Background: an optimization exercise with open tools, aiming at small area. Do not read the settings as production practice.
At most, simulation tests tie the RTL to the original design; equivalence was not proved.

==> v31: inputs <==
Design pdm_capture_pipeline, start of the top module:
module pdm_capture_pipeline #(
  parameter int CHANNELS   = 4,
  parameter int CIC_ORDER  = 3,
  parameter int CIC_DELAY  = 1,
  parameter int ACC_WIDTH  = 32,
  parameter int PCM_WIDTH  = 16,
  parameter int FIFO_DEPTH = 8,
  localparam int CH_W  = (CHANNELS > 1) ? $clog2(CHANNELS) : 1,
  localparam int CNT_W = $clog2(FIFO_DEPTH) + 1
) (
  input  logic                 clk_i,
  input  logic                 rst_n_i,
  input  logic                 clk_en_i,
  input  logic                 pdm_i,
  input  logic                 pdm_valid_i,
  input  logic [CH_W-1:0]      pdm_channel_i,
  input  logic [6:0]           decimation_i,
  input  logic [4:0]           norm_shift_i,
  input  logic [15:0]          gain_i,
  output logic [PCM_WIDTH-1:0] pcm_o,
  output logic [CH_W-1:0]      pcm_channel_o,
  output logic                 pcm_valid_o,
  input  logic                 pcm_ready_i,
  output logic [CNT_W-1:0]     fifo_count_o,
  output logic                 overflow_o,
  input  logic                 clear_overflow_i
);
Settings: LEC_CHECK=0, ABC_AREA=1, CAP_MARGIN=20, CORE_MARGIN=2, CORE_UTILIZATION=40, CTS_BUF_LIST=sky130_fd_sc_hd__clkbuf_8, CTS_CLUSTER_DIAMETER=60, CTS_CLUSTER_SIZE=16, SLEW_MARGIN=20, SYNTH_HIERARCHICAL=1, SYNTH_MINIMUM_KEEP_SIZE=0; clock period 11.0 ns.
run.sh (not shown) runs the stock make flow with config.mk's settings and CLKGATE_MAP_FILE= SYNTH_SCRIPT=/design/flow/synth_recipe.tcl, a recipe that flattens the netlist after the stock synthesis.
==> v26 (differences from v31) <==
- CAP_MARGIN: 20 -> 5
- CORE_UTILIZATION: 40 -> 60
- SLEW_MARGIN: 20 -> 5
==> v33 (differences from v31) <==
- CTS_BUF_LIST: sky130_fd_sc_hd__clkbuf_8 -> sky130_fd_sc_hd__clkbuf_16
- CTS_CLUSTER_DIAMETER: 60 -> 100
- CTS_CLUSTER_SIZE: 16 -> 30
==> comparison table <==
item	v26	v33	v31
Area of all placed cells without fillers	33000 um2	33400 um2	33400 um2
Later-pin clock latency in the skew report	0.67 ns	0.59 ns	0.65 ns
Number of well-tap cells placed	680	1040	1040
HPWL Detailed	49600 um	50800 um	50800 um
Number of antenna repair diodes	1	0	1
Clock Skews	0.0441 ns	0.0269 ns	0.0356 ns
Effective utilization at floorplan	0.605	0.402	0.402
Die boundary height	231 um	282 um	282 um
Data arrival, critical path	10.90 ns	10.89 ns	10.87 ns
Inst Count DP	3438	3801	3801
Status	finished clean	finished clean	finished clean
Max incr delay on CP	0.54 ns	0.57 ns	0.56 ns
Nets	3163	3146	3164
Die width	231 um	282 um	282 um
Final routed wire length divided by cell count	20.6 um	19.1 um	19.1 um
Initial antenna violation count	2	0	1
Clock-pin slew reported for the worst setup and hold paths after clock tree synthesis	0.10 ns	0.11 ns	0.10 ns
Final core utilization	0.645	0.433	0.434
Minimum period implied by the final worst setup slack	10.51 ns	10.57 ns	10.51 ns
Fraction of layout cells with a size suffix above 1	0.0617	0.0549	0.0614
End point of the critical path	r_p1[1][21]$_DFFE_PP_	r_p1[2][21]$_DFFE_PP_	r_p1[3][21]$_DFFE_PP_
CP max FO	9	9	8
Met1 layer wirelength in the final routing	28900 um	32300 um	32400 um
Function was not checked in any run of this note: the RTL went through the layout flow alone.

========
==> job 4522 <==
Another version of the RTL of pdm_capture_pipeline (not shown whole).
// pdm_capture_pipeline
module pdm_capture_pipeline #(
  parameter int CHANNELS   = 4,
  parameter int CIC_ORDER  = 3,
  parameter int CIC_DELAY  = 1,
  parameter int ACC_WIDTH  = 32,
  parameter int PCM_WIDTH  = 16,
  parameter int FIFO_DEPTH = 8,
  localparam int CH_W  = (CHANNELS > 1) ? $clog2(CHANNELS) : 1,
  localparam int CNT_W = $clog2(FIFO_DEPTH) + 1
) (
  input  logic                 clk_i,
  input  logic                 rst_n_i,
  input  logic                 clk_en_i,
  input  logic                 pdm_i,
  input  logic                 pdm_valid_i,
  input  logic [CH_W-1:0]      pdm_channel_i,
  input  logic [6:0]           decimation_i,
  input  logic [4:0]           norm_shift_i,
  input  logic [15:0]          gain_i,
  output logic [PCM_WIDTH-1:0] pcm_o,
  output logic [CH_W-1:0]      pcm_channel_o,
  output logic                 pcm_valid_o,
  input  logic                 pcm_ready_i,
  output logic [CNT_W-1:0]     fifo_count_o,
  output logic                 overflow_o,
  input  logic                 clear_overflow_i
);
clock: 11.0 ns
lec_check: 0
abc_area: 1
cap_margin: 20
core_margin: 2
core_utilization: 40
cts_buf_list: sky130_fd_sc_hd__clkbuf_8
cts_cluster_diameter: 60
cts_cluster_size: 16
place_density: 0.75
slew_margin: 20
synth_hierarchical: 1
synth_minimum_keep_size: 0
standard.sh (not shown) runs the stock make flow with config.mk's settings and CLKGATE_MAP_FILE= SYNTH_SCRIPT=/design/flow/synth_recipe.tcl, a recipe that flattens the netlist after the stock synthesis.
==> flow/flow/run.sh <==
#!/bin/bash
# The standard layout (standard.sh: the standard synthesis, then ORFS to finish) with three
# changes:
#  - Yosys's ABC technology mapping uses flow/abc_area.script (area-oriented &nf mapping, with
#    no buffering or sizing: the layout's repair steps size and buffer the netlist); the
#    ORFS scripts are copied to scripts_area/ with only that file replaced;
#  - the port buffers that global placement inserts are the smallest buffer cell;
#  - clock tree synthesis inserts no dummy loads.
# Each make run's full output goes to its own log here; ORFS keeps each step's log under
# orfs/logs/.
set -euo pipefail
rm -rf scripts_area
cp -r "$FLOW_HOME/scripts" scripts_area
cp flow/abc_area.script scripts_area/abc_area.script
export BUFFER_PORTS_ARGS="-buffer_cell sky130_fd_sc_hd__buf_1"
export CTS_ARGS="-sink_clustering_enable -repair_clock_nets -sink_clustering_size 12 -sink_clustering_max_diameter 50 -buf_list {sky130_fd_sc_hd__clkbuf_4 sky130_fd_sc_hd__clkbuf_8} -dont_use_dummy_load"
bash standard.sh SCRIPTS_DIR="$PWD/scripts_area" synth > flow_synth.log 2>&1
bash standard.sh finish > flow_make.log 2>&1
==> flow/flow/abc_area.script <==
strash
&get -n
&st
&dch
&nf -R 200
&put
topo
stime -c
==> job 8858 (differences from job 4522) <==
--- a/flow/design.v
+++ b/flow/design.v
@@ -37,15 +37,15 @@
   logic            r_in_bit, w_in_valid;
   logic [6:0]      r_i, r_na;
   logic [CH_W-1:0] w_in_ch;
   logic            r_s2_valid, r_s3_valid, r_s4_valid;
   logic [SW-1:0]   r_s2_data;
   logic [15:0]     r_s3_data, r_s4_data;
   logic [CH_W-1:0] r_s2_ch, r_s3_ch, r_s4_ch;
-  logic            w_done, w_nx, w_same;
+  logic            w_done, w_nx, w_same, w_live;
   logic [6:0]      w_r, w_i1, w_cnt, w_i_nxt, w_na_nxt;
   logic [SW-1:0]   w_y, w_p1, w_sa, w_sb;
   logic [P2W-1:0]  w_p2, w_sc;
   always_comb begin
     w_y  = '0;
     w_p1 = '0;
     w_p2 = '0;
@@ -63,22 +63,26 @@
     w_in_valid = |r_in_sel;
     if (r_i < 7'd3) w_p2 = '0;
     w_done = (r_na == 7'd1);
     w_nx   = ~r_in_bit;
     w_i1   = r_i + 7'd1;
     w_r    = (decimation_i < 7'd2) ? 7'd2 : decimation_i;
     w_same = 1'b0;
+    w_live = 1'b0;
     w_cnt  = '0;
     for (int c = 0; c < CHANNELS; c++) begin
       if (pdm_channel_i == CH_W'(c)) begin
-        w_same = w_same | r_in_sel[c];
-        if (r_live[c]) w_cnt = w_cnt | r_cnt[c];
+        w_same = r_in_sel[c];
+        w_live = r_live[c];
+        w_cnt  = r_cnt[c];
       end
     end
-    w_i_nxt = w_same ? (w_done ? 7'd0 : w_i1) : w_cnt;
+    if (w_same)      w_i_nxt = w_done ? 7'd0 : w_i1;
+    else if (w_live) w_i_nxt = w_cnt;
+    else             w_i_nxt = 7'd0;
     w_na_nxt = w_r - w_i_nxt;
   end
   logic c_0;
   logic c_1;
   logic c_2;
   logic c_3;
   logic c_4;
@@ -1875,24 +1879,16 @@
       if (w_push) r_wr <= r_wr + 1'b1;
       if (w_pop)  r_rd <= r_rd + 1'b1;
       if (w_drop)                r_overflow <= 1'b1;
       else if (clear_overflow_i) r_overflow <= 1'b0;
     end
   end
   assign pcm_valid_o   = !w_empty;
-  always_comb begin
-    pcm_o         = '0;
-    pcm_channel_o = '0;
-    for (int k = 0; k < FIFO_DEPTH; k++) begin
-      if (!w_empty && r_rd[AW-1:0] == AW'(k)) begin
-        pcm_o         = pcm_o | r_mem[k];
-        pcm_channel_o = pcm_channel_o | r_mem_ch[k];
-      end
-    end
-  end
+  assign pcm_o         = w_empty ? '0 : r_mem[r_rd[AW-1:0]];
+  assign pcm_channel_o = w_empty ? '0 : r_mem_ch[r_rd[AW-1:0]];
   assign fifo_count_o  = w_count;
   assign overflow_o    = r_overflow;
 endmodule
 module fa_cell (
   input  logic a,
   input  logic b,
   input  logic c,
==> flow/flow/run.sh (replaced) <==
#!/bin/bash
# The standard layout (standard.sh: the standard synthesis, then ORFS to finish) with four
# changes:
#  - Yosys's ABC technology mapping uses flow/abc_area.script (area-oriented &nf mapping, with
#    no buffering or sizing: the layout's repair steps size and buffer the netlist); the
#    ORFS scripts are copied to scripts_area/ with only that file replaced;
#  - the port buffers that global placement inserts are the smallest buffer cell;
#  - clock tree synthesis inserts no dummy loads;
#  - after global routing, power recovery downsizes cells on paths with slack to spare.
# Each make run's full output goes to its own log here; ORFS keeps each step's log under
# orfs/logs/.
set -euo pipefail
rm -rf scripts_area
cp -r "$FLOW_HOME/scripts" scripts_area
cp flow/abc_area.script scripts_area/abc_area.script
export RECOVER_POWER=100
export BUFFER_PORTS_ARGS="-buffer_cell sky130_fd_sc_hd__buf_1"
export CTS_ARGS="-sink_clustering_enable -repair_clock_nets -sink_clustering_size 16 -sink_clustering_max_diameter 60 -buf_list sky130_fd_sc_hd__clkbuf_8 -dont_use_dummy_load"
bash standard.sh SCRIPTS_DIR="$PWD/scripts_area" synth > flow_synth.log 2>&1
bash standard.sh finish > flow_make.log 2>&1
- PLACE_DENSITY: 0.75 -> default
==> qor.csv <==
stage,metric,value,unit
flow_run,Max Cap Viol,12,
outcome,Violated Checks,"capacitance limit, slew limit",
timing,max-slew violation count,370,
layout,Post-Layout Cell Count,3293,
outcome,outcome,finished with violations,
layout,most frequent cells in the layout,"edfxtp_1 (428), fa_1 (239), nand2_1 (206)",
# the run above: job 8858

==> qor.csv <==
stage,metric,value,unit
worst_setup_path,Worst R2R Start,r_na[1]$_DFF_P_,
layout,most frequent cells in the layout,"edfxtp_1 (428), fa_1 (238), nand2_1 (217)",
logic_synthesis,Post-Syn Area per Cell,13.4,um^2
drt,vias per cell,5.67,
flow_run,Max Cap Viol,0,
outcome,outcome,no timing/DRC/antenna violations,
layout,Post-Layout Cell Count,3303,
# the run above: job 4522

afterwards: timing with drivers on the ports:
How much do the figures lean on ideal ports? The routed layouts below were timed once more, with nothing changed but the port constraints.
Step 1 sets driving cells, clkbuf_16 on the clock port and buf_2 on the other inputs (assumed; they add their load-dependent delay and slew).
Step 2 adds t to the input delays and takes it off the output delays; t is the mean of the earliest and latest rising clock arrival at the registers after step 1. Input paths then give back, and output paths get back, about the clock's delay inside the block.
a / b / c = ideal ports / drivers / drivers and shift; a / b = the first two.
run	t (ns)	setup WS [ns]	slew at the worst register clock pin (ns)	pins driven straight from the clock port
v31	0.684	0.488 / 0.488 / 0.366	0.11 / 0.11	1
v26	0.704	0.487 / 0.487 / 0.414	0.10 / 0.10	1
v33	0.630	0.428 / 0.428 / 0.382	0.11 / 0.11	1
job 4522	0.701	0.353 / 0.353 / 0.353	0.09 / 0.09	1
job 8858	0.673	0.322 / 0.322 / 0.322	0.10 / 0.10	1
The setup slack of v31, which loses most, moves by 0.000 ns with the drivers and by -0.122 ns with both steps.
